This is an optimization exercise on Yosys and OpenROAD, whose aim is small area, a short achievable clock period and few clock cycles per item, not a production implementation. RTL that was checked went through simulation tests only; none was proved equivalent to the original. The RTL of run 2 was laid out without a check of its function. Power is estimated from default activity; no workload was simulated.

## flow/design.v (module list and top-level ports; edited modules follow where they fit)
// module aluUnit: 44 lines
// module addPrefix: 182 lines
// module mulUnit: 21 lines
// module boothStep: 605 lines
// module execControl: 138 lines
// module execTop: 81 lines
module execTop (
	input logic clk,
	input logic rst,
	input logic start,
	input logic [2:0] op,  
	input logic [31:0] opA,
	input logic [31:0] opB,
	output logic [31:0] result,
	output logic neq,
	output logic lt,
	output logic done,
	output logic busy
);
  // ...
==> flow/run.sh <==
#!/bin/bash
# synth_recipe.tcl (not shown) runs the flow's synth.tcl, then flattens the netlist and writes it again
# the make line also repeats each setting of config.mk as NAME=value (left out here)
make -C /OpenROAD-flow-scripts/flow DESIGN_CONFIG=/design/flow/config.mk WORK_HOME=/design/flow/orfs CLKGATE_MAP_FILE= SYNTH_SCRIPT=/design/flow/synth_recipe.tcl finish
==> flow/config.mk <==
export PLATFORM = sky130hd
export DESIGN_NAME = execTop
export DESIGN_NICKNAME = execTop
export VERILOG_FILES = /design/flow/design.v
export SDC_FILE = /design/flow/constraint.sdc
export NUM_CORES = 4
export LEC_CHECK = 0
export ABC_AREA = 1
export CAP_MARGIN = 20
export CORE_MARGIN = 2
export CORE_UTILIZATION = 40
export GPL_TIMING_DRIVEN = 0
export SETUP_SLACK_MARGIN = 3.0
export SLEW_MARGIN = 20
==> flow/constraint.sdc <==
create_clock -name core_clock -period 6.0 [get_ports {clk}]
set_input_delay 1.2000 -clock core_clock [delete_from_list [all_inputs] [get_ports {clk}]]
set_output_delay 1.2000 -clock core_clock [all_outputs]
set_load 0.01 [all_outputs]
==> out/metrics.cfg, run 1 <==
[worst_setup_path]
endpoint=control.accCarry[28]
critical_path.slowest_cell=fa_2

[synthesis]
netlist.top_cell.by_area=dfxtp_1
synth_most_common_cell=nand2_1
syn_avg_cell_area_um2=7.44
synth_simple_gate_area_share_pct=23.8
synth_xor_xnor_area_share_pct=7.20
synth_top_family_by_area=simple AND/OR/NAND/NOR gates
yosysSeqAreaShare_pct=23.6
synth_top_flop_cell=dfxtp_1

[clocking]
cts_hold_buf=0
cts-resized-gates=134
post-cts-setup-buffers=2
cts_root_buf=clkbuf_16

[sta]
fin_skew_ns=0.0282
final.setup.worst_slack_ns=2.98
finalSetupTns_ns=0
rsz0062_at_grt=true

[placed_design]
dp_hpwl_um=57200
place_area_um2=18000
place_ws_ns=1.89

[final_layout]
buf_share_pct=10.7
num-multi-input-gates=1611
num-nonclk-inverters=266
drive_above_1_share_pct=13.4
seq_area_um2=3890
clock_buffers=18

[routing]
postRouteAntennaNets=0
post-route-drc-count=0
wl_met1_um=30400

[pwr]
internal_power_w=0.00370
swShare_pct=45.0
p_comb_w=0.00391
p_seq_w=0.00169

[floorplanning]
fp.dieArea_um2=42400
rows=73

[status]
status=finished clean

[global_route]
antenna_found_initial=2
grt_pass1_vias=16300
grt.busiest_layer=met2
grt_pass1_wl_um=103000

[worst_hold_path]
hold_class=flip-flop to flip-flop
whs_path_depth=0

Testbench counts, summed over its fixed seeds: cycles 15,655, ops 12,000.
==> module aluUnit, before the edit <==
module aluUnit (
	input execPkg::word_t opA,
	input execPkg::word_t opB,
	input logic [2:0] op,
	input execPkg::word_t cmpA,  
	input execPkg::word_t cmpB,
	output execPkg::word_t aluSum,  
	output execPkg::word_t aluCarry,  
	output logic aluCin,  
	output logic aluNeq,
	output logic aluLt
);
	localparam int W = execPkg::dataWidth;
	logic [execPkg::shiftWidth-1:0] shAmt;
	execPkg::word_t shStage [execPkg::shiftWidth+1];
	assign shAmt = opB[execPkg::shiftWidth-1:0];  
	assign shStage[0] = opA;
	for (genvar i = 0; i < execPkg::shiftWidth; i++) begin : gShift
		assign shStage[i+1] = shAmt[i]
			? {{(2**i){opA[W-1]}}, shStage[i][W-1:2**i]}
			: shStage[i];
	end
	always_comb begin
		aluCarry = '0;
		aluCin = 1'b0;
		case (op)
			execPkg::opAdd: begin
				aluSum = opA;
				aluCarry = opB;
			end
			execPkg::opSub: begin
				aluSum = opA;  
				aluCarry = ~opB;
				aluCin = 1'b1;
			end
			execPkg::opAnd: aluSum = opA & opB;
			execPkg::opOr: aluSum = opA | opB;
			execPkg::opSra: aluSum = shStage[execPkg::shiftWidth];
			default: aluSum = '0;  
		endcase
	end
	assign aluNeq = (cmpA != cmpB);
	assign aluLt = (cmpA[W-1] != cmpB[W-1]) ? cmpA[W-1] : (cmpA[W-2:0] < cmpB[W-2:0]);
endmodule
==> module addPrefix, before the edit <==
module addPrefix (
	input logic [31:0] a,
	input logic [31:0] b,
	input logic cin,
	output logic [31:0] sum
);
	logic [31:0] p;
	logic [31:0] g;
	assign p = a ^ b;
	assign g = a & b;
	logic g0c;
	assign g0c = g[0] | (p[0] & cin);
	logic G0_1;
	assign G0_1 = g[1] | (p[1] & g0c);
	logic G0_3;
	assign G0_3 = g[3] | (p[3] & g[2]);
	logic P0_3;
	assign P0_3 = p[3] & p[2];
	logic G0_5;
	assign G0_5 = g[5] | (p[5] & g[4]);
	logic P0_5;
	assign P0_5 = p[5] & p[4];
	logic G0_7;
	assign G0_7 = g[7] | (p[7] & g[6]);
	logic P0_7;
	assign P0_7 = p[7] & p[6];
	logic G0_9;
	assign G0_9 = g[9] | (p[9] & g[8]);
	logic P0_9;
	assign P0_9 = p[9] & p[8];
	logic G0_11;
	assign G0_11 = g[11] | (p[11] & g[10]);
	logic P0_11;
	assign P0_11 = p[11] & p[10];
	logic G0_13;
	assign G0_13 = g[13] | (p[13] & g[12]);
	logic P0_13;
	assign P0_13 = p[13] & p[12];
	logic G0_15;
	assign G0_15 = g[15] | (p[15] & g[14]);
	logic P0_15;
	assign P0_15 = p[15] & p[14];
	logic G0_17;
	assign G0_17 = g[17] | (p[17] & g[16]);
	logic P0_17;
	assign P0_17 = p[17] & p[16];
	logic G0_19;
	assign G0_19 = g[19] | (p[19] & g[18]);
	logic P0_19;
	assign P0_19 = p[19] & p[18];
	logic G0_21;
	assign G0_21 = g[21] | (p[21] & g[20]);
	logic P0_21;
	assign P0_21 = p[21] & p[20];
	logic G0_23;
	assign G0_23 = g[23] | (p[23] & g[22]);
	logic P0_23;
	assign P0_23 = p[23] & p[22];
	logic G0_25;
	assign G0_25 = g[25] | (p[25] & g[24]);
	logic P0_25;
	assign P0_25 = p[25] & p[24];
	logic G0_27;
	assign G0_27 = g[27] | (p[27] & g[26]);
	logic P0_27;
	assign P0_27 = p[27] & p[26];
	logic G0_29;
	assign G0_29 = g[29] | (p[29] & g[28]);
	logic P0_29;
	assign P0_29 = p[29] & p[28];
	logic G0_31;
	assign G0_31 = g[31] | (p[31] & g[30]);
	logic P0_31;
	assign P0_31 = p[31] & p[30];
	logic G1_3;
	assign G1_3 = G0_3 | (P0_3 & G0_1);
	logic G1_7;
	assign G1_7 = G0_7 | (P0_7 & G0_5);
	logic P1_7;
	assign P1_7 = P0_7 & P0_5;
	logic G1_11;
	assign G1_11 = G0_11 | (P0_11 & G0_9);
	logic P1_11;
	assign P1_11 = P0_11 & P0_9;
	logic G1_15;
	assign G1_15 = G0_15 | (P0_15 & G0_13);
	logic P1_15;
	assign P1_15 = P0_15 & P0_13;
	logic G1_19;
	assign G1_19 = G0_19 | (P0_19 & G0_17);
	logic P1_19;
	assign P1_19 = P0_19 & P0_17;
	logic G1_23;
	assign G1_23 = G0_23 | (P0_23 & G0_21);
	logic P1_23;
	assign P1_23 = P0_23 & P0_21;
	logic G1_27;
	assign G1_27 = G0_27 | (P0_27 & G0_25);
	logic P1_27;
	assign P1_27 = P0_27 & P0_25;
	logic G1_31;
	assign G1_31 = G0_31 | (P0_31 & G0_29);
	logic P1_31;
	assign P1_31 = P0_31 & P0_29;
	logic G2_7;
	assign G2_7 = G1_7 | (P1_7 & G1_3);
	logic G2_15;
	assign G2_15 = G1_15 | (P1_15 & G1_11);
	logic P2_15;
	assign P2_15 = P1_15 & P1_11;
	logic G2_23;
	assign G2_23 = G1_23 | (P1_23 & G1_19);
	logic P2_23;
	assign P2_23 = P1_23 & P1_19;
	logic G2_31;
	assign G2_31 = G1_31 | (P1_31 & G1_27);
	logic P2_31;
	assign P2_31 = P1_31 & P1_27;
	logic G3_15;
	assign G3_15 = G2_15 | (P2_15 & G2_7);
	logic G3_31;
	assign G3_31 = G2_31 | (P2_31 & G2_23);
	logic P3_31;
	assign P3_31 = P2_31 & P2_23;
	logic G4_31;
	assign G4_31 = G3_31 | (P3_31 & G3_15);
	logic G5_23;
	assign G5_23 = G2_23 | (P2_23 & G3_15);
	logic G6_11;
	assign G6_11 = G1_11 | (P1_11 & G2_7);
	logic G6_19;
	assign G6_19 = G1_19 | (P1_19 & G3_15);
	logic G6_27;
	assign G6_27 = G1_27 | (P1_27 & G5_23);
	logic G7_5;
	assign G7_5 = G0_5 | (P0_5 & G1_3);
	logic G7_9;
	assign G7_9 = G0_9 | (P0_9 & G2_7);
	logic G7_13;
	assign G7_13 = G0_13 | (P0_13 & G6_11);
	logic G7_17;
	assign G7_17 = G0_17 | (P0_17 & G3_15);
	logic G7_21;
	assign G7_21 = G0_21 | (P0_21 & G6_19);
	logic G7_25;
	assign G7_25 = G0_25 | (P0_25 & G5_23);
	logic G7_29;
	assign G7_29 = G0_29 | (P0_29 & G6_27);
	logic G8_2;
	assign G8_2 = g[2] | (p[2] & G0_1);
	logic G8_4;
	assign G8_4 = g[4] | (p[4] & G1_3);
	logic G8_6;
	assign G8_6 = g[6] | (p[6] & G7_5);
	logic G8_8;
	assign G8_8 = g[8] | (p[8] & G2_7);
	logic G8_10;
	assign G8_10 = g[10] | (p[10] & G7_9);
	logic G8_12;
	assign G8_12 = g[12] | (p[12] & G6_11);
	logic G8_14;
	assign G8_14 = g[14] | (p[14] & G7_13);
	logic G8_16;
	assign G8_16 = g[16] | (p[16] & G3_15);
	logic G8_18;
	assign G8_18 = g[18] | (p[18] & G7_17);
	logic G8_20;
	assign G8_20 = g[20] | (p[20] & G6_19);
	logic G8_22;
	assign G8_22 = g[22] | (p[22] & G7_21);
	logic G8_24;
	assign G8_24 = g[24] | (p[24] & G5_23);
	logic G8_26;
	assign G8_26 = g[26] | (p[26] & G7_25);
	logic G8_28;
	assign G8_28 = g[28] | (p[28] & G6_27);
	logic G8_30;
	assign G8_30 = g[30] | (p[30] & G7_29);
	logic [31:0] c;
	assign c = {G8_30, G7_29, G8_28, G6_27, G8_26, G7_25, G8_24, G5_23, G8_22, G7_21, G8_20, G6_19, G8_18, G7_17, G8_16, G3_15, G8_14, G7_13, G8_12, G6_11, G8_10, G7_9, G8_8, G2_7, G8_6, G7_5, G8_4, G1_3, G8_2, G0_1, g0c, cin};
	assign sum = p ^ c;
endmodule
==> run 2, diff against run 1 <==
--- a/flow/design.v
+++ b/flow/design.v
@@ -21,8 +21,6 @@
 	input execPkg::word_t opA,
 	input execPkg::word_t opB,
 	input logic [2:0] op,
-	input execPkg::word_t cmpA,  
-	input execPkg::word_t cmpB,
 	output execPkg::word_t aluSum,  
 	output execPkg::word_t aluCarry,  
 	output logic aluCin,  
@@ -31,14 +29,34 @@
 );
 	localparam int W = execPkg::dataWidth;
 	logic [execPkg::shiftWidth-1:0] shAmt;
+	logic shLeft;
+	execPkg::word_t shIn;
+	execPkg::word_t shOut;
+	logic shFill;
 	execPkg::word_t shStage [execPkg::shiftWidth+1];
+	execPkg::word_t shRev;
+	execPkg::word_t axb;
 	assign shAmt = opB[execPkg::shiftWidth-1:0];  
-	assign shStage[0] = opA;
+	assign shLeft = !op[0];
+	always_comb begin
+		for (int i = 0; i < W; i++) begin
+			shIn[i] = shLeft ? opA[W-1-i] : opA[i];
+		end
+	end
+	assign shFill = !shLeft && opA[W-1];
+	assign shStage[0] = shIn;
 	for (genvar i = 0; i < execPkg::shiftWidth; i++) begin : gShift
 		assign shStage[i+1] = shAmt[i]
-			? {{(2**i){opA[W-1]}}, shStage[i][W-1:2**i]}
+			? {{(2**i){shFill}}, shStage[i][W-1:2**i]}
 			: shStage[i];
 	end
+	assign shOut = shStage[execPkg::shiftWidth];
+	always_comb begin
+		for (int i = 0; i < W; i++) begin
+			shRev[i] = shLeft ? shOut[W-1-i] : shOut[i];
+		end
+	end
+	assign axb = opA ^ opB;
 	always_comb begin
 		aluCarry = '0;
 		aluCin = 1'b0;
@@ -54,12 +72,13 @@
 			end
 			execPkg::opAnd: aluSum = opA & opB;
 			execPkg::opOr: aluSum = opA | opB;
-			execPkg::opSra: aluSum = shStage[execPkg::shiftWidth];
+			execPkg::opSll: aluSum = shRev;
+			execPkg::opSra: aluSum = shRev;
 			default: aluSum = '0;  
 		endcase
 	end
-	assign aluNeq = (cmpA != cmpB);
-	assign aluLt = (cmpA[W-1] != cmpB[W-1]) ? cmpA[W-1] : (cmpA[W-2:0] < cmpB[W-2:0]);
+	assign aluNeq = |axb;
+	assign aluLt = (opA[W-1] != opB[W-1]) ? opA[W-1] : (opA[W-2:0] < opB[W-2:0]);
 endmodule
 module addPrefix (
 	input logic [31:0] a,
@@ -135,121 +154,214 @@
 	assign G0_31 = g[31] | (p[31] & g[30]);
 	logic P0_31;
 	assign P0_31 = p[31] & p[30];
+	logic G1_2;
+	assign G1_2 = g[2] | (p[2] & G0_1);
 	logic G1_3;
 	assign G1_3 = G0_3 | (P0_3 & G0_1);
+	logic G1_6;
+	assign G1_6 = g[6] | (p[6] & G0_5);
+	logic P1_6;
+	assign P1_6 = p[6] & P0_5;
 	logic G1_7;
 	assign G1_7 = G0_7 | (P0_7 & G0_5);
 	logic P1_7;
 	assign P1_7 = P0_7 & P0_5;
+	logic G1_10;
+	assign G1_10 = g[10] | (p[10] & G0_9);
+	logic P1_10;
+	assign P1_10 = p[10] & P0_9;
 	logic G1_11;
 	assign G1_11 = G0_11 | (P0_11 & G0_9);
 	logic P1_11;
 	assign P1_11 = P0_11 & P0_9;
+	logic G1_14;
+	assign G1_14 = g[14] | (p[14] & G0_13);
+	logic P1_14;
+	assign P1_14 = p[14] & P0_13;
 	logic G1_15;
 	assign G1_15 = G0_15 | (P0_15 & G0_13);
 	logic P1_15;
 	assign P1_15 = P0_15 & P0_13;
+	logic G1_18;
+	assign G1_18 = g[18] | (p[18] & G0_17);
+	logic P1_18;
+	assign P1_18 = p[18] & P0_17;
 	logic G1_19;
 	assign G1_19 = G0_19 | (P0_19 & G0_17);
 	logic P1_19;
 	assign P1_19 = P0_19 & P0_17;
+	logic G1_22;
+	assign G1_22 = g[22] | (p[22] & G0_21);
+	logic P1_22;
+	assign P1_22 = p[22] & P0_21;
 	logic G1_23;
 	assign G1_23 = G0_23 | (P0_23 & G0_21);
 	logic P1_23;
 	assign P1_23 = P0_23 & P0_21;
+	logic G1_26;
+	assign G1_26 = g[26] | (p[26] & G0_25);
+	logic P1_26;
+	assign P1_26 = p[26] & P0_25;
 	logic G1_27;
 	assign G1_27 = G0_27 | (P0_27 & G0_25);
 	logic P1_27;
 	assign P1_27 = P0_27 & P0_25;
+	logic G1_30;
+	assign G1_30 = g[30] | (p[30] & G0_29);
+	logic P1_30;
+	assign P1_30 = p[30] & P0_29;
 	logic G1_31;
 	assign G1_31 = G0_31 | (P0_31 & G0_29);
 	logic P1_31;
 	assign P1_31 = P0_31 & P0_29;
+	logic G2_4;
+	assign G2_4 = g[4] | (p[4] & G1_3);
+	logic G2_5;
+	assign G2_5 = G0_5 | (P0_5 & G1_3);
+	logic G2_6;
+	assign G2_6 = G1_6 | (P1_6 & G1_3);
 	logic G2_7;
 	assign G2_7 = G1_7 | (P1_7 & G1_3);
+	logic G2_12;
+	assign G2_12 = g[12] | (p[12] & G1_11);
+	logic P2_12;
+	assign P2_12 = p[12] & P1_11;
+	logic G2_13;
+	assign G2_13 = G0_13 | (P0_13 & G1_11);
+	logic P2_13;
+	assign P2_13 = P0_13 & P1_11;
+	logic G2_14;
+	assign G2_14 = G1_14 | (P1_14 & G1_11);
+	logic P2_14;
+	assign P2_14 = P1_14 & P1_11;
 	logic G2_15;
 	assign G2_15 = G1_15 | (P1_15 & G1_11);
 	logic P2_15;
 	assign P2_15 = P1_15 & P1_11;
+	logic G2_20;
+	assign G2_20 = g[20] | (p[20] & G1_19);
+	logic P2_20;
+	assign P2_20 = p[20] & P1_19;
+	logic G2_21;
+	assign G2_21 = G0_21 | (P0_21 & G1_19);
+	logic P2_21;
+	assign P2_21 = P0_21 & P1_19;
+	logic G2_22;
+	assign G2_22 = G1_22 | (P1_22 & G1_19);
+	logic P2_22;
+	assign P2_22 = P1_22 & P1_19;
 	logic G2_23;
 	assign G2_23 = G1_23 | (P1_23 & G1_19);
 	logic P2_23;
 	assign P2_23 = P1_23 & P1_19;
+	logic G2_28;
+	assign G2_28 = g[28] | (p[28] & G1_27);
+	logic P2_28;
+	assign P2_28 = p[28] & P1_27;
+	logic G2_29;
+	assign G2_29 = G0_29 | (P0_29 & G1_27);
+	logic P2_29;
+	assign P2_29 = P0_29 & P1_27;
+	logic G2_30;
+	assign G2_30 = G1_30 | (P1_30 & G1_27);
+	logic P2_30;
+	assign P2_30 = P1_30 & P1_27;
 	logic G2_31;
 	assign G2_31 = G1_31 | (P1_31 & G1_27);
 	logic P2_31;
 	assign P2_31 = P1_31 & P1_27;
+	logic G3_8;
+	assign G3_8 = g[8] | (p[8] & G2_7);
+	logic G3_9;
+	assign G3_9 = G0_9 | (P0_9 & G2_7);
+	logic G3_10;
+	assign G3_10 = G1_10 | (P1_10 & G2_7);
+	logic G3_11;
+	assign G3_11 = G1_11 | (P1_11 & G2_7);
+	logic G3_12;
+	assign G3_12 = G2_12 | (P2_12 & G2_7);
+	logic G3_13;
+	assign G3_13 = G2_13 | (P2_13 & G2_7);
+	logic G3_14;
+	assign G3_14 = G2_14 | (P2_14 & G2_7);
 	logic G3_15;
 	assign G3_15 = G2_15 | (P2_15 & G2_7);
+	logic G3_24;
+	assign G3_24 = g[24] | (p[24] & G2_23);
+	logic P3_24;
+	assign P3_24 = p[24] & P2_23;
+	logic G3_25;
+	assign G3_25 = G0_25 | (P0_25 & G2_23);
+	logic P3_25;
+	assign P3_25 = P0_25 & P2_23;
+	logic G3_26;
+	assign G3_26 = G1_26 | (P1_26 & G2_23);
+	logic P3_26;
+	assign P3_26 = P1_26 & P2_23;
+	logic G3_27;
+	assign G3_27 = G1_27 | (P1_27 & G2_23);
+	logic P3_27;
+	assign P3_27 = P1_27 & P2_23;
+	logic G3_28;
+	assign G3_28 = G2_28 | (P2_28 & G2_23);
+	logic P3_28;
+	assign P3_28 = P2_28 & P2_23;
+	logic G3_29;
+	assign G3_29 = G2_29 | (P2_29 & G2_23);
+	logic P3_29;
+	assign P3_29 = P2_29 & P2_23;
+	logic G3_30;
+	assign G3_30 = G2_30 | (P2_30 & G2_23);
+	logic P3_30;
+	assign P3_30 = P2_30 & P2_23;
 	logic G3_31;
 	assign G3_31 = G2_31 | (P2_31 & G2_23);
 	logic P3_31;
 	assign P3_31 = P2_31 & P2_23;
+	logic G4_16;
+	assign G4_16 = g[16] | (p[16] & G3_15);
+	logic G4_17;
+	assign G4_17 = G0_17 | (P0_17 & G3_15);
+	logic G4_18;
+	assign G4_18 = G1_18 | (P1_18 & G3_15);
+	logic G4_19;
+	assign G4_19 = G1_19 | (P1_19 & G3_15);
+	logic G4_20;
+	assign G4_20 = G2_20 | (P2_20 & G3_15);
+	logic G4_21;
+	assign G4_21 = G2_21 | (P2_21 & G3_15);
+	logic G4_22;
+	assign G4_22 = G2_22 | (P2_22 & G3_15);
+	logic G4_23;
+	assign G4_23 = G2_23 | (P2_23 & G3_15);
+	logic G4_24;
+	assign G4_24 = G3_24 | (P3_24 & G3_15);
+	logic G4_25;
+	assign G4_25 = G3_25 | (P3_25 & G3_15);
+	logic G4_26;
+	assign G4_26 = G3_26 | (P3_26 & G3_15);
+	logic G4_27;
+	assign G4_27 = G3_27 | (P3_27 & G3_15);
+	logic G4_28;
+	assign G4_28 = G3_28 | (P3_28 & G3_15);
+	logic G4_29;
+	assign G4_29 = G3_29 | (P3_29 & G3_15);
+	logic G4_30;
+	assign G4_30 = G3_30 | (P3_30 & G3_15);
 	logic G4_31;
 	assign G4_31 = G3_31 | (P3_31 & G3_15);
-	logic G5_23;
-	assign G5_23 = G2_23 | (P2_23 & G3_15);
-	logic G6_11;
-	assign G6_11 = G1_11 | (P1_11 & G2_7);
-	logic G6_19;
-	assign G6_19 = G1_19 | (P1_19 & G3_15);
-	logic G6_27;
-	assign G6_27 = G1_27 | (P1_27 & G5_23);
-	logic G7_5;
-	assign G7_5 = G0_5 | (P0_5 & G1_3);
-	logic G7_9;
-	assign G7_9 = G0_9 | (P0_9 & G2_7);
-	logic G7_13;
-	assign G7_13 = G0_13 | (P0_13 & G6_11);
-	logic G7_17;
-	assign G7_17 = G0_17 | (P0_17 & G3_15);
-	logic G7_21;
-	assign G7_21 = G0_21 | (P0_21 & G6_19);
-	logic G7_25;
-	assign G7_25 = G0_25 | (P0_25 & G5_23);
-	logic G7_29;
-	assign G7_29 = G0_29 | (P0_29 & G6_27);
-	logic G8_2;
-	assign G8_2 = g[2] | (p[2] & G0_1);
-	logic G8_4;
-	assign G8_4 = g[4] | (p[4] & G1_3);
-	logic G8_6;
-	assign G8_6 = g[6] | (p[6] & G7_5);
-	logic G8_8;
-	assign G8_8 = g[8] | (p[8] & G2_7);
-	logic G8_10;
-	assign G8_10 = g[10] | (p[10] & G7_9);
-	logic G8_12;
-	assign G8_12 = g[12] | (p[12] & G6_11);
-	logic G8_14;
-	assign G8_14 = g[14] | (p[14] & G7_13);
-	logic G8_16;
-	assign G8_16 = g[16] | (p[16] & G3_15);
-	logic G8_18;
-	assign G8_18 = g[18] | (p[18] & G7_17);
-	logic G8_20;
-	assign G8_20 = g[20] | (p[20] & G6_19);
-	logic G8_22;
-	assign G8_22 = g[22] | (p[22] & G7_21);
-	logic G8_24;
-	assign G8_24 = g[24] | (p[24] & G5_23);
-	logic G8_26;
-	assign G8_26 = g[26] | (p[26] & G7_25);
-	logic G8_28;
-	assign G8_28 = g[28] | (p[28] & G6_27);
-	logic G8_30;
-	assign G8_30 = g[30] | (p[30] & G7_29);
 	logic [31:0] c;
-	assign c = {G8_30, G7_29, G8_28, G6_27, G8_26, G7_25, G8_24, G5_23, G8_22, G7_21, G8_20, G6_19, G8_18, G7_17, G8_16, G3_15, G8_14, G7_13, G8_12, G6_11, G8_10, G7_9, G8_8, G2_7, G8_6, G7_5, G8_4, G1_3, G8_2, G0_1, g0c, cin};
+	assign c = {G4_30, G4_29, G4_28, G4_27, G4_26, G4_25, G4_24, G4_23, G4_22, G4_21, G4_20, G4_19, G4_18, G4_17, G4_16, G3_15, G3_14, G3_13, G3_12, G3_11, G3_10, G3_9, G3_8, G2_7, G2_6, G2_5, G2_4, G1_3, G1_2, G0_1, g0c, cin};
 	assign sum = p ^ c;
 endmodule
 `default_nettype wire
 `default_nettype none
 module mulUnit (
 	input execPkg::word_t mcand,  
-	input logic [execPkg::mulDigits-1:0] digOne,  
-	input logic [execPkg::mulDigits-1:0] digTwo,
-	input logic [execPkg::mulDigits-1:0] digNeg,
+	input logic [execPkg::mulDigits-1:0] digPOne,  
+	input logic [execPkg::mulDigits-1:0] digPTwo,  
+	input logic [execPkg::mulDigits-1:0] digNOne,
+	input logic [execPkg::mulDigits-1:0] digNTwo,
 	input execPkg::word_t accSum,  
 	input execPkg::word_t accCarry,
 	output execPkg::word_t nextSum,
@@ -257,9 +369,10 @@
 );
 	boothStep tree (
 		.mc(mcand),
-		.one(digOne),
-		.two(digTwo),
-		.neg(digNeg),
+		.pOne(digPOne),
+		.pTwo(digPTwo),
+		.nOne(digNOne),
+		.nTwo(digNTwo),
 		.s(accSum),
 		.c(accCarry),
 		.os(nextSum),
@@ -268,9 +381,10 @@
 endmodule
 module boothStep (
 	input logic [31:0] mc,  
-	input logic [3:0] one,  
-	input logic [3:0] two,  
-	input logic [3:0] neg,  
+	input logic [3:0] pOne,  
+	input logic [3:0] pTwo,  
+	input logic [3:0] nOne,  
+	input logic [3:0] nTwo,  
 	input logic [31:0] s,
 	input logic [31:0] c,
 	output logic [31:0] os,
@@ -512,134 +626,126 @@
 	logic fs226;
 	logic fs227;
 	logic fs228;
-	assign one0 = one[0];
-	assign two0 = two[0];
-	assign neg0 = neg[0];
-	assign pp0[0] = (one0 & mc[0]) ^ neg0;
-	assign pp0[1] = ((one0 & mc[1]) | (two0 & mc[0])) ^ neg0;
-	assign pp0[2] = ((one0 & mc[2]) | (two0 & mc[1])) ^ neg0;
-	assign pp0[3] = ((one0 & mc[3]) | (two0 & mc[2])) ^ neg0;
-	assign pp0[4] = ((one0 & mc[4]) | (two0 & mc[3])) ^ neg0;
-	assign pp0[5] = ((one0 & mc[5]) | (two0 & mc[4])) ^ neg0;
-	assign pp0[6] = ((one0 & mc[6]) | (two0 & mc[5])) ^ neg0;
-	assign pp0[7] = ((one0 & mc[7]) | (two0 & mc[6])) ^ neg0;
-	assign pp0[8] = ((one0 & mc[8]) | (two0 & mc[7])) ^ neg0;
-	assign pp0[9] = ((one0 & mc[9]) | (two0 & mc[8])) ^ neg0;
-	assign pp0[10] = ((one0 & mc[10]) | (two0 & mc[9])) ^ neg0;
-	assign pp0[11] = ((one0 & mc[11]) | (two0 & mc[10])) ^ neg0;
-	assign pp0[12] = ((one0 & mc[12]) | (two0 & mc[11])) ^ neg0;
-	assign pp0[13] = ((one0 & mc[13]) | (two0 & mc[12])) ^ neg0;
-	assign pp0[14] = ((one0 & mc[14]) | (two0 & mc[13])) ^ neg0;
-	assign pp0[15] = ((one0 & mc[15]) | (two0 & mc[14])) ^ neg0;
-	assign pp0[16] = ((one0 & mc[16]) | (two0 & mc[15])) ^ neg0;
-	assign pp0[17] = ((one0 & mc[17]) | (two0 & mc[16])) ^ neg0;
-	assign pp0[18] = ((one0 & mc[18]) | (two0 & mc[17])) ^ neg0;
-	assign pp0[19] = ((one0 & mc[19]) | (two0 & mc[18])) ^ neg0;
-	assign pp0[20] = ((one0 & mc[20]) | (two0 & mc[19])) ^ neg0;
-	assign pp0[21] = ((one0 & mc[21]) | (two0 & mc[20])) ^ neg0;
-	assign pp0[22] = ((one0 & mc[22]) | (two0 & mc[21])) ^ neg0;
-	assign pp0[23] = ((one0 & mc[23]) | (two0 & mc[22])) ^ neg0;
-	assign pp0[24] = ((one0 & mc[24]) | (two0 & mc[23])) ^ neg0;
-	assign pp0[25] = ((one0 & mc[25]) | (two0 & mc[24])) ^ neg0;
-	assign pp0[26] = ((one0 & mc[26]) | (two0 & mc[25])) ^ neg0;
-	assign pp0[27] = ((one0 & mc[27]) | (two0 & mc[26])) ^ neg0;
-	assign pp0[28] = ((one0 & mc[28]) | (two0 & mc[27])) ^ neg0;
-	assign pp0[29] = ((one0 & mc[29]) | (two0 & mc[28])) ^ neg0;
-	assign pp0[30] = ((one0 & mc[30]) | (two0 & mc[29])) ^ neg0;
-	assign pp0[31] = ((one0 & mc[31]) | (two0 & mc[30])) ^ neg0;
-	assign one1 = one[1];
-	assign two1 = two[1];
-	assign neg1 = neg[1];
-	assign pp1[2] = (one1 & mc[0]) ^ neg1;
-	assign pp1[3] = ((one1 & mc[1]) | (two1 & mc[0])) ^ neg1;
-	assign pp1[4] = ((one1 & mc[2]) | (two1 & mc[1])) ^ neg1;
-	assign pp1[5] = ((one1 & mc[3]) | (two1 & mc[2])) ^ neg1;
-	assign pp1[6] = ((one1 & mc[4]) | (two1 & mc[3])) ^ neg1;
-	assign pp1[7] = ((one1 & mc[5]) | (two1 & mc[4])) ^ neg1;
-	assign pp1[8] = ((one1 & mc[6]) | (two1 & mc[5])) ^ neg1;
-	assign pp1[9] = ((one1 & mc[7]) | (two1 & mc[6])) ^ neg1;
-	assign pp1[10] = ((one1 & mc[8]) | (two1 & mc[7])) ^ neg1;
-	assign pp1[11] = ((one1 & mc[9]) | (two1 & mc[8])) ^ neg1;
-	assign pp1[12] = ((one1 & mc[10]) | (two1 & mc[9])) ^ neg1;
-	assign pp1[13] = ((one1 & mc[11]) | (two1 & mc[10])) ^ neg1;
-	assign pp1[14] = ((one1 & mc[12]) | (two1 & mc[11])) ^ neg1;
-	assign pp1[15] = ((one1 & mc[13]) | (two1 & mc[12])) ^ neg1;
-	assign pp1[16] = ((one1 & mc[14]) | (two1 & mc[13])) ^ neg1;
-	assign pp1[17] = ((one1 & mc[15]) | (two1 & mc[14])) ^ neg1;
-	assign pp1[18] = ((one1 & mc[16]) | (two1 & mc[15])) ^ neg1;
-	assign pp1[19] = ((one1 & mc[17]) | (two1 & mc[16])) ^ neg1;
-	assign pp1[20] = ((one1 & mc[18]) | (two1 & mc[17])) ^ neg1;
-	assign pp1[21] = ((one1 & mc[19]) | (two1 & mc[18])) ^ neg1;
-	assign pp1[22] = ((one1 & mc[20]) | (two1 & mc[19])) ^ neg1;
-	assign pp1[23] = ((one1 & mc[21]) | (two1 & mc[20])) ^ neg1;
-	assign pp1[24] = ((one1 & mc[22]) | (two1 & mc[21])) ^ neg1;
-	assign pp1[25] = ((one1 & mc[23]) | (two1 & mc[22])) ^ neg1;
-	assign pp1[26] = ((one1 & mc[24]) | (two1 & mc[23])) ^ neg1;
-	assign pp1[27] = ((one1 & mc[25]) | (two1 & mc[24])) ^ neg1;
-	assign pp1[28] = ((one1 & mc[26]) | (two1 & mc[25])) ^ neg1;
-	assign pp1[29] = ((one1 & mc[27]) | (two1 & mc[26])) ^ neg1;
-	assign pp1[30] = ((one1 & mc[28]) | (two1 & mc[27])) ^ neg1;
-	assign pp1[31] = ((one1 & mc[29]) | (two1 & mc[28])) ^ neg1;
-	assign one2 = one[2];
-	assign two2 = two[2];
-	assign neg2 = neg[2];
-	assign pp2[4] = (one2 & mc[0]) ^ neg2;
-	assign pp2[5] = ((one2 & mc[1]) | (two2 & mc[0])) ^ neg2;
-	assign pp2[6] = ((one2 & mc[2]) | (two2 & mc[1])) ^ neg2;
-	assign pp2[7] = ((one2 & mc[3]) | (two2 & mc[2])) ^ neg2;
-	assign pp2[8] = ((one2 & mc[4]) | (two2 & mc[3])) ^ neg2;
-	assign pp2[9] = ((one2 & mc[5]) | (two2 & mc[4])) ^ neg2;
-	assign pp2[10] = ((one2 & mc[6]) | (two2 & mc[5])) ^ neg2;
-	assign pp2[11] = ((one2 & mc[7]) | (two2 & mc[6])) ^ neg2;
-	assign pp2[12] = ((one2 & mc[8]) | (two2 & mc[7])) ^ neg2;
-	assign pp2[13] = ((one2 & mc[9]) | (two2 & mc[8])) ^ neg2;
-	assign pp2[14] = ((one2 & mc[10]) | (two2 & mc[9])) ^ neg2;
-	assign pp2[15] = ((one2 & mc[11]) | (two2 & mc[10])) ^ neg2;
-	assign pp2[16] = ((one2 & mc[12]) | (two2 & mc[11])) ^ neg2;
-	assign pp2[17] = ((one2 & mc[13]) | (two2 & mc[12])) ^ neg2;
-	assign pp2[18] = ((one2 & mc[14]) | (two2 & mc[13])) ^ neg2;
-	assign pp2[19] = ((one2 & mc[15]) | (two2 & mc[14])) ^ neg2;
-	assign pp2[20] = ((one2 & mc[16]) | (two2 & mc[15])) ^ neg2;
-	assign pp2[21] = ((one2 & mc[17]) | (two2 & mc[16])) ^ neg2;
-	assign pp2[22] = ((one2 & mc[18]) | (two2 & mc[17])) ^ neg2;
-	assign pp2[23] = ((one2 & mc[19]) | (two2 & mc[18])) ^ neg2;
-	assign pp2[24] = ((one2 & mc[20]) | (two2 & mc[19])) ^ neg2;
-	assign pp2[25] = ((one2 & mc[21]) | (two2 & mc[20])) ^ neg2;
-	assign pp2[26] = ((one2 & mc[22]) | (two2 & mc[21])) ^ neg2;
-	assign pp2[27] = ((one2 & mc[23]) | (two2 & mc[22])) ^ neg2;
-	assign pp2[28] = ((one2 & mc[24]) | (two2 & mc[23])) ^ neg2;
-	assign pp2[29] = ((one2 & mc[25]) | (two2 & mc[24])) ^ neg2;
-	assign pp2[30] = ((one2 & mc[26]) | (two2 & mc[25])) ^ neg2;
-	assign pp2[31] = ((one2 & mc[27]) | (two2 & mc[26])) ^ neg2;
-	assign one3 = one[3];
-	assign two3 = two[3];
-	assign neg3 = neg[3];
-	assign pp3[6] = (one3 & mc[0]) ^ neg3;
-	assign pp3[7] = ((one3 & mc[1]) | (two3 & mc[0])) ^ neg3;
-	assign pp3[8] = ((one3 & mc[2]) | (two3 & mc[1])) ^ neg3;
-	assign pp3[9] = ((one3 & mc[3]) | (two3 & mc[2])) ^ neg3;
-	assign pp3[10] = ((one3 & mc[4]) | (two3 & mc[3])) ^ neg3;
-	assign pp3[11] = ((one3 & mc[5]) | (two3 & mc[4])) ^ neg3;
-	assign pp3[12] = ((one3 & mc[6]) | (two3 & mc[5])) ^ neg3;
-	assign pp3[13] = ((one3 & mc[7]) | (two3 & mc[6])) ^ neg3;
-	assign pp3[14] = ((one3 & mc[8]) | (two3 & mc[7])) ^ neg3;
-	assign pp3[15] = ((one3 & mc[9]) | (two3 & mc[8])) ^ neg3;
-	assign pp3[16] = ((one3 & mc[10]) | (two3 & mc[9])) ^ neg3;
-	assign pp3[17] = ((one3 & mc[11]) | (two3 & mc[10])) ^ neg3;
-	assign pp3[18] = ((one3 & mc[12]) | (two3 & mc[11])) ^ neg3;
-	assign pp3[19] = ((one3 & mc[13]) | (two3 & mc[12])) ^ neg3;
-	assign pp3[20] = ((one3 & mc[14]) | (two3 & mc[13])) ^ neg3;
-	assign pp3[21] = ((one3 & mc[15]) | (two3 & mc[14])) ^ neg3;
-	assign pp3[22] = ((one3 & mc[16]) | (two3 & mc[15])) ^ neg3;
-	assign pp3[23] = ((one3 & mc[17]) | (two3 & mc[16])) ^ neg3;
-	assign pp3[24] = ((one3 & mc[18]) | (two3 & mc[17])) ^ neg3;
-	assign pp3[25] = ((one3 & mc[19]) | (two3 & mc[18])) ^ neg3;
-	assign pp3[26] = ((one3 & mc[20]) | (two3 & mc[19])) ^ neg3;
-	assign pp3[27] = ((one3 & mc[21]) | (two3 & mc[20])) ^ neg3;
-	assign pp3[28] = ((one3 & mc[22]) | (two3 & mc[21])) ^ neg3;
-	assign pp3[29] = ((one3 & mc[23]) | (two3 & mc[22])) ^ neg3;
-	assign pp3[30] = ((one3 & mc[24]) | (two3 & mc[23])) ^ neg3;
-	assign pp3[31] = ((one3 & mc[25]) | (two3 & mc[24])) ^ neg3;
+	assign neg0 = nOne[0] | nTwo[0];  
+	assign pp0[0] = (pOne[0] & mc[0]) | (nOne[0] & ~mc[0]) | nTwo[0];
+	assign pp0[1] = (pOne[0] & mc[1]) | (pTwo[0] & mc[0]) | (nOne[0] & ~mc[1]) | (nTwo[0] & ~mc[0]);
+	assign pp0[2] = (pOne[0] & mc[2]) | (pTwo[0] & mc[1]) | (nOne[0] & ~mc[2]) | (nTwo[0] & ~mc[1]);
+	assign pp0[3] = (pOne[0] & mc[3]) | (pTwo[0] & mc[2]) | (nOne[0] & ~mc[3]) | (nTwo[0] & ~mc[2]);
+	assign pp0[4] = (pOne[0] & mc[4]) | (pTwo[0] & mc[3]) | (nOne[0] & ~mc[4]) | (nTwo[0] & ~mc[3]);
+	assign pp0[5] = (pOne[0] & mc[5]) | (pTwo[0] & mc[4]) | (nOne[0] & ~mc[5]) | (nTwo[0] & ~mc[4]);
+	assign pp0[6] = (pOne[0] & mc[6]) | (pTwo[0] & mc[5]) | (nOne[0] & ~mc[6]) | (nTwo[0] & ~mc[5]);
+	assign pp0[7] = (pOne[0] & mc[7]) | (pTwo[0] & mc[6]) | (nOne[0] & ~mc[7]) | (nTwo[0] & ~mc[6]);
+	assign pp0[8] = (pOne[0] & mc[8]) | (pTwo[0] & mc[7]) | (nOne[0] & ~mc[8]) | (nTwo[0] & ~mc[7]);
+	assign pp0[9] = (pOne[0] & mc[9]) | (pTwo[0] & mc[8]) | (nOne[0] & ~mc[9]) | (nTwo[0] & ~mc[8]);
+	assign pp0[10] = (pOne[0] & mc[10]) | (pTwo[0] & mc[9]) | (nOne[0] & ~mc[10]) | (nTwo[0] & ~mc[9]);
+	assign pp0[11] = (pOne[0] & mc[11]) | (pTwo[0] & mc[10]) | (nOne[0] & ~mc[11]) | (nTwo[0] & ~mc[10]);
+	assign pp0[12] = (pOne[0] & mc[12]) | (pTwo[0] & mc[11]) | (nOne[0] & ~mc[12]) | (nTwo[0] & ~mc[11]);
+	assign pp0[13] = (pOne[0] & mc[13]) | (pTwo[0] & mc[12]) | (nOne[0] & ~mc[13]) | (nTwo[0] & ~mc[12]);
+	assign pp0[14] = (pOne[0] & mc[14]) | (pTwo[0] & mc[13]) | (nOne[0] & ~mc[14]) | (nTwo[0] & ~mc[13]);
+	assign pp0[15] = (pOne[0] & mc[15]) | (pTwo[0] & mc[14]) | (nOne[0] & ~mc[15]) | (nTwo[0] & ~mc[14]);
+	assign pp0[16] = (pOne[0] & mc[16]) | (pTwo[0] & mc[15]) | (nOne[0] & ~mc[16]) | (nTwo[0] & ~mc[15]);
+	assign pp0[17] = (pOne[0] & mc[17]) | (pTwo[0] & mc[16]) | (nOne[0] & ~mc[17]) | (nTwo[0] & ~mc[16]);
+	assign pp0[18] = (pOne[0] & mc[18]) | (pTwo[0] & mc[17]) | (nOne[0] & ~mc[18]) | (nTwo[0] & ~mc[17]);
+	assign pp0[19] = (pOne[0] & mc[19]) | (pTwo[0] & mc[18]) | (nOne[0] & ~mc[19]) | (nTwo[0] & ~mc[18]);
+	assign pp0[20] = (pOne[0] & mc[20]) | (pTwo[0] & mc[19]) | (nOne[0] & ~mc[20]) | (nTwo[0] & ~mc[19]);
+	assign pp0[21] = (pOne[0] & mc[21]) | (pTwo[0] & mc[20]) | (nOne[0] & ~mc[21]) | (nTwo[0] & ~mc[20]);
+	assign pp0[22] = (pOne[0] & mc[22]) | (pTwo[0] & mc[21]) | (nOne[0] & ~mc[22]) | (nTwo[0] & ~mc[21]);
+	assign pp0[23] = (pOne[0] & mc[23]) | (pTwo[0] & mc[22]) | (nOne[0] & ~mc[23]) | (nTwo[0] & ~mc[22]);
+	assign pp0[24] = (pOne[0] & mc[24]) | (pTwo[0] & mc[23]) | (nOne[0] & ~mc[24]) | (nTwo[0] & ~mc[23]);
+	assign pp0[25] = (pOne[0] & mc[25]) | (pTwo[0] & mc[24]) | (nOne[0] & ~mc[25]) | (nTwo[0] & ~mc[24]);
+	assign pp0[26] = (pOne[0] & mc[26]) | (pTwo[0] & mc[25]) | (nOne[0] & ~mc[26]) | (nTwo[0] & ~mc[25]);
+	assign pp0[27] = (pOne[0] & mc[27]) | (pTwo[0] & mc[26]) | (nOne[0] & ~mc[27]) | (nTwo[0] & ~mc[26]);
+	assign pp0[28] = (pOne[0] & mc[28]) | (pTwo[0] & mc[27]) | (nOne[0] & ~mc[28]) | (nTwo[0] & ~mc[27]);
+	assign pp0[29] = (pOne[0] & mc[29]) | (pTwo[0] & mc[28]) | (nOne[0] & ~mc[29]) | (nTwo[0] & ~mc[28]);
+	assign pp0[30] = (pOne[0] & mc[30]) | (pTwo[0] & mc[29]) | (nOne[0] & ~mc[30]) | (nTwo[0] & ~mc[29]);
+	assign pp0[31] = (pOne[0] & mc[31]) | (pTwo[0] & mc[30]) | (nOne[0] & ~mc[31]) | (nTwo[0] & ~mc[30]);
+	assign neg1 = nOne[1] | nTwo[1];  
+	assign pp1[2] = (pOne[1] & mc[0]) | (nOne[1] & ~mc[0]) | nTwo[1];
+	assign pp1[3] = (pOne[1] & mc[1]) | (pTwo[1] & mc[0]) | (nOne[1] & ~mc[1]) | (nTwo[1] & ~mc[0]);
+	assign pp1[4] = (pOne[1] & mc[2]) | (pTwo[1] & mc[1]) | (nOne[1] & ~mc[2]) | (nTwo[1] & ~mc[1]);
+	assign pp1[5] = (pOne[1] & mc[3]) | (pTwo[1] & mc[2]) | (nOne[1] & ~mc[3]) | (nTwo[1] & ~mc[2]);
+	assign pp1[6] = (pOne[1] & mc[4]) | (pTwo[1] & mc[3]) | (nOne[1] & ~mc[4]) | (nTwo[1] & ~mc[3]);
+	assign pp1[7] = (pOne[1] & mc[5]) | (pTwo[1] & mc[4]) | (nOne[1] & ~mc[5]) | (nTwo[1] & ~mc[4]);
+	assign pp1[8] = (pOne[1] & mc[6]) | (pTwo[1] & mc[5]) | (nOne[1] & ~mc[6]) | (nTwo[1] & ~mc[5]);
+	assign pp1[9] = (pOne[1] & mc[7]) | (pTwo[1] & mc[6]) | (nOne[1] & ~mc[7]) | (nTwo[1] & ~mc[6]);
+	assign pp1[10] = (pOne[1] & mc[8]) | (pTwo[1] & mc[7]) | (nOne[1] & ~mc[8]) | (nTwo[1] & ~mc[7]);
+	assign pp1[11] = (pOne[1] & mc[9]) | (pTwo[1] & mc[8]) | (nOne[1] & ~mc[9]) | (nTwo[1] & ~mc[8]);
+	assign pp1[12] = (pOne[1] & mc[10]) | (pTwo[1] & mc[9]) | (nOne[1] & ~mc[10]) | (nTwo[1] & ~mc[9]);
+	assign pp1[13] = (pOne[1] & mc[11]) | (pTwo[1] & mc[10]) | (nOne[1] & ~mc[11]) | (nTwo[1] & ~mc[10]);
+	assign pp1[14] = (pOne[1] & mc[12]) | (pTwo[1] & mc[11]) | (nOne[1] & ~mc[12]) | (nTwo[1] & ~mc[11]);
+	assign pp1[15] = (pOne[1] & mc[13]) | (pTwo[1] & mc[12]) | (nOne[1] & ~mc[13]) | (nTwo[1] & ~mc[12]);
+	assign pp1[16] = (pOne[1] & mc[14]) | (pTwo[1] & mc[13]) | (nOne[1] & ~mc[14]) | (nTwo[1] & ~mc[13]);
+	assign pp1[17] = (pOne[1] & mc[15]) | (pTwo[1] & mc[14]) | (nOne[1] & ~mc[15]) | (nTwo[1] & ~mc[14]);
+	assign pp1[18] = (pOne[1] & mc[16]) | (pTwo[1] & mc[15]) | (nOne[1] & ~mc[16]) | (nTwo[1] & ~mc[15]);
+	assign pp1[19] = (pOne[1] & mc[17]) | (pTwo[1] & mc[16]) | (nOne[1] & ~mc[17]) | (nTwo[1] & ~mc[16]);
+	assign pp1[20] = (pOne[1] & mc[18]) | (pTwo[1] & mc[17]) | (nOne[1] & ~mc[18]) | (nTwo[1] & ~mc[17]);
+	assign pp1[21] = (pOne[1] & mc[19]) | (pTwo[1] & mc[18]) | (nOne[1] & ~mc[19]) | (nTwo[1] & ~mc[18]);
+	assign pp1[22] = (pOne[1] & mc[20]) | (pTwo[1] & mc[19]) | (nOne[1] & ~mc[20]) | (nTwo[1] & ~mc[19]);
+	assign pp1[23] = (pOne[1] & mc[21]) | (pTwo[1] & mc[20]) | (nOne[1] & ~mc[21]) | (nTwo[1] & ~mc[20]);
+	assign pp1[24] = (pOne[1] & mc[22]) | (pTwo[1] & mc[21]) | (nOne[1] & ~mc[22]) | (nTwo[1] & ~mc[21]);
+	assign pp1[25] = (pOne[1] & mc[23]) | (pTwo[1] & mc[22]) | (nOne[1] & ~mc[23]) | (nTwo[1] & ~mc[22]);
+	assign pp1[26] = (pOne[1] & mc[24]) | (pTwo[1] & mc[23]) | (nOne[1] & ~mc[24]) | (nTwo[1] & ~mc[23]);
+	assign pp1[27] = (pOne[1] & mc[25]) | (pTwo[1] & mc[24]) | (nOne[1] & ~mc[25]) | (nTwo[1] & ~mc[24]);
+	assign pp1[28] = (pOne[1] & mc[26]) | (pTwo[1] & mc[25]) | (nOne[1] & ~mc[26]) | (nTwo[1] & ~mc[25]);
+	assign pp1[29] = (pOne[1] & mc[27]) | (pTwo[1] & mc[26]) | (nOne[1] & ~mc[27]) | (nTwo[1] & ~mc[26]);
+	assign pp1[30] = (pOne[1] & mc[28]) | (pTwo[1] & mc[27]) | (nOne[1] & ~mc[28]) | (nTwo[1] & ~mc[27]);
+	assign pp1[31] = (pOne[1] & mc[29]) | (pTwo[1] & mc[28]) | (nOne[1] & ~mc[29]) | (nTwo[1] & ~mc[28]);
+	assign neg2 = nOne[2] | nTwo[2];  
+	assign pp2[4] = (pOne[2] & mc[0]) | (nOne[2] & ~mc[0]) | nTwo[2];
+	assign pp2[5] = (pOne[2] & mc[1]) | (pTwo[2] & mc[0]) | (nOne[2] & ~mc[1]) | (nTwo[2] & ~mc[0]);
+	assign pp2[6] = (pOne[2] & mc[2]) | (pTwo[2] & mc[1]) | (nOne[2] & ~mc[2]) | (nTwo[2] & ~mc[1]);
+	assign pp2[7] = (pOne[2] & mc[3]) | (pTwo[2] & mc[2]) | (nOne[2] & ~mc[3]) | (nTwo[2] & ~mc[2]);
+	assign pp2[8] = (pOne[2] & mc[4]) | (pTwo[2] & mc[3]) | (nOne[2] & ~mc[4]) | (nTwo[2] & ~mc[3]);
+	assign pp2[9] = (pOne[2] & mc[5]) | (pTwo[2] & mc[4]) | (nOne[2] & ~mc[5]) | (nTwo[2] & ~mc[4]);
+	assign pp2[10] = (pOne[2] & mc[6]) | (pTwo[2] & mc[5]) | (nOne[2] & ~mc[6]) | (nTwo[2] & ~mc[5]);
+	assign pp2[11] = (pOne[2] & mc[7]) | (pTwo[2] & mc[6]) | (nOne[2] & ~mc[7]) | (nTwo[2] & ~mc[6]);
+	assign pp2[12] = (pOne[2] & mc[8]) | (pTwo[2] & mc[7]) | (nOne[2] & ~mc[8]) | (nTwo[2] & ~mc[7]);
+	assign pp2[13] = (pOne[2] & mc[9]) | (pTwo[2] & mc[8]) | (nOne[2] & ~mc[9]) | (nTwo[2] & ~mc[8]);
+	assign pp2[14] = (pOne[2] & mc[10]) | (pTwo[2] & mc[9]) | (nOne[2] & ~mc[10]) | (nTwo[2] & ~mc[9]);
+	assign pp2[15] = (pOne[2] & mc[11]) | (pTwo[2] & mc[10]) | (nOne[2] & ~mc[11]) | (nTwo[2] & ~mc[10]);
+	assign pp2[16] = (pOne[2] & mc[12]) | (pTwo[2] & mc[11]) | (nOne[2] & ~mc[12]) | (nTwo[2] & ~mc[11]);
+	assign pp2[17] = (pOne[2] & mc[13]) | (pTwo[2] & mc[12]) | (nOne[2] & ~mc[13]) | (nTwo[2] & ~mc[12]);
+	assign pp2[18] = (pOne[2] & mc[14]) | (pTwo[2] & mc[13]) | (nOne[2] & ~mc[14]) | (nTwo[2] & ~mc[13]);
+	assign pp2[19] = (pOne[2] & mc[15]) | (pTwo[2] & mc[14]) | (nOne[2] & ~mc[15]) | (nTwo[2] & ~mc[14]);
+	assign pp2[20] = (pOne[2] & mc[16]) | (pTwo[2] & mc[15]) | (nOne[2] & ~mc[16]) | (nTwo[2] & ~mc[15]);
+	assign pp2[21] = (pOne[2] & mc[17]) | (pTwo[2] & mc[16]) | (nOne[2] & ~mc[17]) | (nTwo[2] & ~mc[16]);
+	assign pp2[22] = (pOne[2] & mc[18]) | (pTwo[2] & mc[17]) | (nOne[2] & ~mc[18]) | (nTwo[2] & ~mc[17]);
+	assign pp2[23] = (pOne[2] & mc[19]) | (pTwo[2] & mc[18]) | (nOne[2] & ~mc[19]) | (nTwo[2] & ~mc[18]);
+	assign pp2[24] = (pOne[2] & mc[20]) | (pTwo[2] & mc[19]) | (nOne[2] & ~mc[20]) | (nTwo[2] & ~mc[19]);
+	assign pp2[25] = (pOne[2] & mc[21]) | (pTwo[2] & mc[20]) | (nOne[2] & ~mc[21]) | (nTwo[2] & ~mc[20]);
+	assign pp2[26] = (pOne[2] & mc[22]) | (pTwo[2] & mc[21]) | (nOne[2] & ~mc[22]) | (nTwo[2] & ~mc[21]);
+	assign pp2[27] = (pOne[2] & mc[23]) | (pTwo[2] & mc[22]) | (nOne[2] & ~mc[23]) | (nTwo[2] & ~mc[22]);
+	assign pp2[28] = (pOne[2] & mc[24]) | (pTwo[2] & mc[23]) | (nOne[2] & ~mc[24]) | (nTwo[2] & ~mc[23]);
+	assign pp2[29] = (pOne[2] & mc[25]) | (pTwo[2] & mc[24]) | (nOne[2] & ~mc[25]) | (nTwo[2] & ~mc[24]);
+	assign pp2[30] = (pOne[2] & mc[26]) | (pTwo[2] & mc[25]) | (nOne[2] & ~mc[26]) | (nTwo[2] & ~mc[25]);
+	assign pp2[31] = (pOne[2] & mc[27]) | (pTwo[2] & mc[26]) | (nOne[2] & ~mc[27]) | (nTwo[2] & ~mc[26]);
+	assign neg3 = nOne[3] | nTwo[3];  
+	assign pp3[6] = (pOne[3] & mc[0]) | (nOne[3] & ~mc[0]) | nTwo[3];
+	assign pp3[7] = (pOne[3] & mc[1]) | (pTwo[3] & mc[0]) | (nOne[3] & ~mc[1]) | (nTwo[3] & ~mc[0]);
+	assign pp3[8] = (pOne[3] & mc[2]) | (pTwo[3] & mc[1]) | (nOne[3] & ~mc[2]) | (nTwo[3] & ~mc[1]);
+	assign pp3[9] = (pOne[3] & mc[3]) | (pTwo[3] & mc[2]) | (nOne[3] & ~mc[3]) | (nTwo[3] & ~mc[2]);
+	assign pp3[10] = (pOne[3] & mc[4]) | (pTwo[3] & mc[3]) | (nOne[3] & ~mc[4]) | (nTwo[3] & ~mc[3]);
+	assign pp3[11] = (pOne[3] & mc[5]) | (pTwo[3] & mc[4]) | (nOne[3] & ~mc[5]) | (nTwo[3] & ~mc[4]);
+	assign pp3[12] = (pOne[3] & mc[6]) | (pTwo[3] & mc[5]) | (nOne[3] & ~mc[6]) | (nTwo[3] & ~mc[5]);
+	assign pp3[13] = (pOne[3] & mc[7]) | (pTwo[3] & mc[6]) | (nOne[3] & ~mc[7]) | (nTwo[3] & ~mc[6]);
+	assign pp3[14] = (pOne[3] & mc[8]) | (pTwo[3] & mc[7]) | (nOne[3] & ~mc[8]) | (nTwo[3] & ~mc[7]);
+	assign pp3[15] = (pOne[3] & mc[9]) | (pTwo[3] & mc[8]) | (nOne[3] & ~mc[9]) | (nTwo[3] & ~mc[8]);
+	assign pp3[16] = (pOne[3] & mc[10]) | (pTwo[3] & mc[9]) | (nOne[3] & ~mc[10]) | (nTwo[3] & ~mc[9]);
+	assign pp3[17] = (pOne[3] & mc[11]) | (pTwo[3] & mc[10]) | (nOne[3] & ~mc[11]) | (nTwo[3] & ~mc[10]);
+	assign pp3[18] = (pOne[3] & mc[12]) | (pTwo[3] & mc[11]) | (nOne[3] & ~mc[12]) | (nTwo[3] & ~mc[11]);
+	assign pp3[19] = (pOne[3] & mc[13]) | (pTwo[3] & mc[12]) | (nOne[3] & ~mc[13]) | (nTwo[3] & ~mc[12]);
+	assign pp3[20] = (pOne[3] & mc[14]) | (pTwo[3] & mc[13]) | (nOne[3] & ~mc[14]) | (nTwo[3] & ~mc[13]);
+	assign pp3[21] = (pOne[3] & mc[15]) | (pTwo[3] & mc[14]) | (nOne[3] & ~mc[15]) | (nTwo[3] & ~mc[14]);
+	assign pp3[22] = (pOne[3] & mc[16]) | (pTwo[3] & mc[15]) | (nOne[3] & ~mc[16]) | (nTwo[3] & ~mc[15]);
+	assign pp3[23] = (pOne[3] & mc[17]) | (pTwo[3] & mc[16]) | (nOne[3] & ~mc[17]) | (nTwo[3] & ~mc[16]);
+	assign pp3[24] = (pOne[3] & mc[18]) | (pTwo[3] & mc[17]) | (nOne[3] & ~mc[18]) | (nTwo[3] & ~mc[17]);
+	assign pp3[25] = (pOne[3] & mc[19]) | (pTwo[3] & mc[18]) | (nOne[3] & ~mc[19]) | (nTwo[3] & ~mc[18]);
+	assign pp3[26] = (pOne[3] & mc[20]) | (pTwo[3] & mc[19]) | (nOne[3] & ~mc[20]) | (nTwo[3] & ~mc[19]);
+	assign pp3[27] = (pOne[3] & mc[21]) | (pTwo[3] & mc[20]) | (nOne[3] & ~mc[21]) | (nTwo[3] & ~mc[20]);
+	assign pp3[28] = (pOne[3] & mc[22]) | (pTwo[3] & mc[21]) | (nOne[3] & ~mc[22]) | (nTwo[3] & ~mc[21]);
+	assign pp3[29] = (pOne[3] & mc[23]) | (pTwo[3] & mc[22]) | (nOne[3] & ~mc[23]) | (nTwo[3] & ~mc[22]);
+	assign pp3[30] = (pOne[3] & mc[24]) | (pTwo[3] & mc[23]) | (nOne[3] & ~mc[24]) | (nTwo[3] & ~mc[23]);
+	assign pp3[31] = (pOne[3] & mc[25]) | (pTwo[3] & mc[24]) | (nOne[3] & ~mc[25]) | (nTwo[3] & ~mc[24]);
 	assign fs1 = neg0 ^ s[0] ^ c[0];
 	assign fc2 = (neg0 & s[0]) | (neg0 & c[0]) | (s[0] & c[0]);
 	assign fs3 = s[1] ^ c[1] ^ fc2;
@@ -883,9 +989,10 @@
 	output execPkg::word_t latA,
 	output execPkg::word_t latB,
 	output logic [2:0] latOp,
-	output logic [execPkg::mulDigits-1:0] digOne,  
-	output logic [execPkg::mulDigits-1:0] digTwo,
-	output logic [execPkg::mulDigits-1:0] digNeg,
+	output logic [execPkg::mulDigits-1:0] digPOne,  
+	output logic [execPkg::mulDigits-1:0] digPTwo,
+	output logic [execPkg::mulDigits-1:0] digNOne,
+	output logic [execPkg::mulDigits-1:0] digNTwo,
 	input execPkg::word_t aluSum,
 	input execPkg::word_t aluCarry,
 	input logic aluCin,
@@ -909,14 +1016,10 @@
 	logic valid;  
 	logic last;  
 	logic nextLast;
-	execPkg::word_t nextB;  
 	logic stepping;  
 	logic shift;  
 	logic shiftQ;
 	logic mulAccept;
-	logic isSll;  
-	logic capNeq;  
-	logic capLt;
 	logic nextStepping;
 	logic rowsDone;  
 	logic accCin;
@@ -930,8 +1033,7 @@
 	assign shift = shiftQ;
 	assign busy = shiftQ;
 	assign accept = start && !busy && (op != 3'd7);  
-	assign isSll = (op == execPkg::opSll);
-	assign mulAccept = accept && (op == execPkg::opMul || isSll);
+	assign mulAccept = accept && (op == execPkg::opMul);
 	assign nextStepping = mulAccept || shift;
 	always_ff @(posedge clk) begin
 		if (rst) begin
@@ -950,36 +1052,32 @@
 			done <= rowsDone;
 		end
 	end
-	assign nextB = shift ? {{NB{latB[W-1]}}, latB[W-1:NB]} : opB;  
 	always_ff @(posedge clk) begin
 		if (shift) begin
 			latA <= latA << NB;
+			latB <= {{NB{latB[W-1]}}, latB[W-1:NB]};  
 		end else begin
-			latA <= isSll ? opA << {opB[execPkg::shiftWidth-1:3], 3'b000} : opA;
+			latA <= opA;
+			latB <= opB;
 			latOp <= op;
 		end
-		latB <= nextB;
 	end
-	assign digBits = {nextB[NB-1:0], shift && latB[NB-1]};
-	assign nextLast = (!shift && isSll) || (nextB[W-1:NB-1] == {(W-NB+1){nextB[W-1]}});
+	assign digBits = shift ? latB[2*NB-1:NB-1] : {opB[NB-1:0], 1'b0};
+	assign nextLast = shift ? (latB[W-1:2*NB-1] == {(W-2*NB+1){latB[W-1]}})
+		: (opB[W-1:NB-1] == {(W-NB+1){opB[W-1]}});
 	always_comb begin
 		for (int j = 0; j < D; j++) begin
-			if (!shift && isSll) begin
-				nextOne[j] = (opB[2:1] == j) && !opB[0];
-				nextTwo[j] = (opB[2:1] == j) && opB[0];
-				nextNeg[j] = 1'b0;
-			end else begin
-				nextOne[j] = digBits[2*j+1] ^ digBits[2*j];
-				nextTwo[j] = (digBits[2*j+2] && !digBits[2*j+1] && !digBits[2*j])
-					|| (!digBits[2*j+2] && digBits[2*j+1] && digBits[2*j]);
-				nextNeg[j] = digBits[2*j+2];
-			end
+			nextOne[j] = digBits[2*j+1] ^ digBits[2*j];
+			nextTwo[j] = (digBits[2*j+2] && !digBits[2*j+1] && !digBits[2*j])
+				|| (!digBits[2*j+2] && digBits[2*j+1] && digBits[2*j]);
+			nextNeg[j] = digBits[2*j+2];
 		end
 	end
 	always_ff @(posedge clk) begin
-		digOne <= nextOne;
-		digTwo <= nextTwo;
-		digNeg <= nextNeg;
+		digPOne <= nextOne & ~nextNeg;
+		digPTwo <= nextTwo & ~nextNeg;
+		digNOne <= nextOne & nextNeg;
+		digNTwo <= nextTwo & nextNeg;
 		last <= nextLast;
 	end
 	always_ff @(posedge clk) begin
@@ -992,13 +1090,9 @@
 			accCarry <= aluCarry;
 			accCin <= aluCin;
 		end
-		if (accept) begin
-			capNeq <= aluNeq;
-			capLt <= aluLt;
-		end
 		if (valid) begin
-			rowNeq <= capNeq;
-			rowLt <= capLt;
+			rowNeq <= aluNeq;
+			rowLt <= aluLt;
 		end
 		result <= sum;
 		neq <= rowNeq;
@@ -1029,9 +1123,10 @@
 	execPkg::word_t latA;
 	execPkg::word_t latB;
 	logic [2:0] latOp;
-	logic [execPkg::mulDigits-1:0] digOne;
-	logic [execPkg::mulDigits-1:0] digTwo;
-	logic [execPkg::mulDigits-1:0] digNeg;
+	logic [execPkg::mulDigits-1:0] digPOne;
+	logic [execPkg::mulDigits-1:0] digPTwo;
+	logic [execPkg::mulDigits-1:0] digNOne;
+	logic [execPkg::mulDigits-1:0] digNTwo;
 	execPkg::word_t aluSum;
 	execPkg::word_t aluCarry;
 	logic aluCin;
@@ -1052,9 +1147,10 @@
 		.latA(latA),
 		.latB(latB),
 		.latOp(latOp),
-		.digOne(digOne),
-		.digTwo(digTwo),
-		.digNeg(digNeg),
+		.digPOne(digPOne),
+		.digPTwo(digPTwo),
+		.digNOne(digNOne),
+		.digNTwo(digNTwo),
 		.aluSum(aluSum),
 		.aluCarry(aluCarry),
 		.aluCin(aluCin),
@@ -1075,8 +1171,6 @@
 		.opA(latA),
 		.opB(latB),
 		.op(latOp),
-		.cmpA(opA),
-		.cmpB(opB),
 		.aluSum(aluSum),
 		.aluCarry(aluCarry),
 		.aluCin(aluCin),
@@ -1085,9 +1179,10 @@
 	);
 	mulUnit mul (
 		.mcand(latA),
-		.digOne(digOne),
-		.digTwo(digTwo),
-		.digNeg(digNeg),
+		.digPOne(digPOne),
+		.digPTwo(digPTwo),
+		.digNOne(digNOne),
+		.digNTwo(digNTwo),
 		.accSum(firstStep ? '0 : accSum),
 		.accCarry(firstStep ? '0 : accCarry),
 		.nextSum(nextSum),
--- a/flow/config.mk
+++ b/flow/config.mk
@@ -9,6 +9,5 @@
 export CAP_MARGIN = 20
 export CORE_MARGIN = 2
 export CORE_UTILIZATION = 40
-export GPL_TIMING_DRIVEN = 0
 export SETUP_SLACK_MARGIN = 3.0
 export SLEW_MARGIN = 20
==> run 2 against run 1 <==
Still clean on timing, DRC and antenna; setup slack better by 0.0096 ns; via count up 12%; routed wire length grew 2.4%; first-iteration DRC count increased by 62%; sequential power decreased by 2%; non-clock buffer count shrank 46; maximum frequency increased by 0.32%; register-to-register slack hardly changed; clock skew decreased by 0.018 ns; total power shrank 21%.
==> out/metrics.cfg, run 2 <==
[global_route]
grt_pass1_vias=17000  ; +4.1%
antenna_found_initial=0  ; -2
grt_pass1_wl_um=105000  ; +1.4%
gr-usage-all-layers_pct=31.3

[clocking]
clk-insertion-delay-late_ns=0.50
clkSinkCount=191
cts_buffers=17
cts_root_buf=clkbuf_16

[final_layout]
seq_area_um2=3990  ; +2.5%
drive_above_1_share_pct=9.83  ; -3.6 points
areaGrowthSynthToFinish_pct=16.4

[floorplanning]
fp.dieArea_um2=45000  ; +6.2%
coreArea_um2=42900
die_w_um=212
rows=76  ; +4.1%
die_y_um=212

[synthesis]
yosysWarningCount=3
synth_top_flop_cell=dfxtp_1
yosysSeqAreaShare_pct=22.4  ; -1.2 points
synth_cells=2415
ys_seq_elements=191
syn_area_um2=17300
synth_most_common_cell=nand2_1
netlist.top_cell.by_area=dfxtp_1
synth_top_cell_area_share_pct=21.4
syn_avg_cell_area_um2=7.18  ; -3.5%

[sta]
finalSetupTns_ns=0  ; unchanged
fin_skew_ns=0.0100  ; -0.0182 ns
period_needed_ns=3.01
hold_ws_ns=0.418
maxSlewViolCount=0
relSlewSlack_pct=41.1
final_hold_viol_count=0
rsz0062_at_grt=true

[worst_setup_path]
r2r_start=control.latA[21]
end_kind=flip-flop
worst_ep_arrival_time_ns=3.40
cp_max_fo=10

[pwr]
power_w=0.00535
p_per_area_nw_per_um2=265

[worst_hold_path]
hold_class=flip-flop to flip-flop
whs_path_depth=2  ; +2

[routing]
drt_iter0_drc=2718
wl_per_cell_um=23.4
postRouteAntennaNets=0  ; unchanged
post-route-drc-count=0  ; unchanged

[placed_design]
dp_hpwl_um=51700  ; -9.7%

[run]
drv_cap=0

[status]
status=finished clean

==> run 2: cell types whose count changed in the layout (fill, tap and decap cells not counted), sizes merged, moves of 28 or more <==
| cell | previous run | this run |
|---|---|---|
| a21oi | 55 | 94 |
| o22a | 0 | 28 |
| o211ai | 32 | 1 |
| a31oi | 36 | 5 |
| ha | 59 | 124 |
| a221oi | 14 | 114 |
| nand3 | 235 | 295 |
| nand2 | 486 | 537 |
| clkbuf | 65 | 18 |
| xor2 | 126 | 12 |
==> run 2: logic make-up after synthesis <==
| group | count (synthesis) | synth area share [%] |
|---|---|---|
| buf+inv | 458 | 10.5 |
| flops | 191 | 22.4 |
| simple gates | 997 | 24.3 |
| fa+ha+maj | 242 | 22.6 |
| compound gates | 508 | 19.3 |
| xor+xnor | 19 | 0.960 |
==> run 2: worst max-delay path by stage <==
stage	from	end	slack [ns]	cells after the start
finish	control.latA[21]	control.accCarry[21]	2.99	9
global route	control.latA[21]	control.accCarry[21]	2.97	8
CTS	control.digNOne[0]	control.accCarry[8]	2.98	9
detailed placement	control.digPOne[0]	control.accCarry[18]	2.38	8
global placement	control.digPOne[0]	control.accCarry[23]	2.49	8
floorplan	control.digNTwo[3]	control.accCarry[7]	3.01	10
==> run 2: report_power, final <==
part	internal, W	switching (W)	leakage (nW)
Clock	0.000626	0.000591	0.291
Sequential	0.00146	0.000189	1.62
Combinational	0.00100	0.00148	7.46
==> run 2: layout make-up <==
type / count / area share, %
repair inverters: 3 / 0.0931
clock inverters: 15 / 0.875
well taps: 585 / 3.63
diodes: 1 / 0.0124
multi-input cells: 1766 / 57.9
inverters: 288 / 6.18
repair buffers: 203 / 9.40
flip-flops and latches: 191 / 19.8
clock buffers: 17 / 2.11
==> run 2: stage by stage <==
step | std cells | instance area (µm²) | setup WS (ns)
after floorplan | 2415 | 17300 | 3.01
after global placement | 2959 | 18600 | 2.49
after detailed placement | 2959 | 18600 | 2.38
after CTS | 3032 | 19700 | 2.98
after global routing | 3068 | 20200 | 2.97
final | 3069 | 20200 | 2.99
==> run 2: layer usage <==
| layer | global-route usage [%] | share of wire (%) | vias up |
|---|---|---|---|
| li1 | - | - | 8311 |
| met1 | 41.5 | 41 | 8696 |
| met2 | 47.0 | 43 | 1104 |
| met3 | 7.62 | 11 | 221 |
| met4 | 16.8 | 5.9 | 0 |
| met5 | 0 | 0 | - |
==> run 2: timing repair <==
action,CTS,global route
setup buffers,41,32
endpoints found under the setup margin,73,50
cloned,0,4
resized for setup,67,64
hold buffers,0,0
pin swaps,1,3
==> run 2: worst max-delay path, cell delays in order, from the launching register on <==
cell	delay, ns
dfxtp_2	0.53
clkinvlp_4	0.25
buf_4	0.20
o22ai_1	0.19
a221oi_2	0.06
fa_1	0.50
inv_1	0.05
fa_1	0.49
fa_1	0.41
o22a_1	0.20

-- re-timing with driven ports --
No port has a modelled driver above. Below, the same layouts with a new extraction and two added sets of constraints.
Step 1: set_driving_cell puts a clkbuf_16 on clk and a buf_2 on each other input, an assumption about the parent block.
Step 2 times the ports against the registers' clock, not the clock port: input delays grow and output delays shrink by t, the midpoint of the rising clock arrivals with the driver on.
Three values: ideal ports, drivers, drivers and shift; two values: the first two.
run | t, ns | slack for setup (ns)
run 1 | 0.559 | 2.984 / 2.984 / 2.508
run 2 | 0.557 | 2.994 / 2.994 / 2.926
After both steps setup and hold are still met in every run listed.
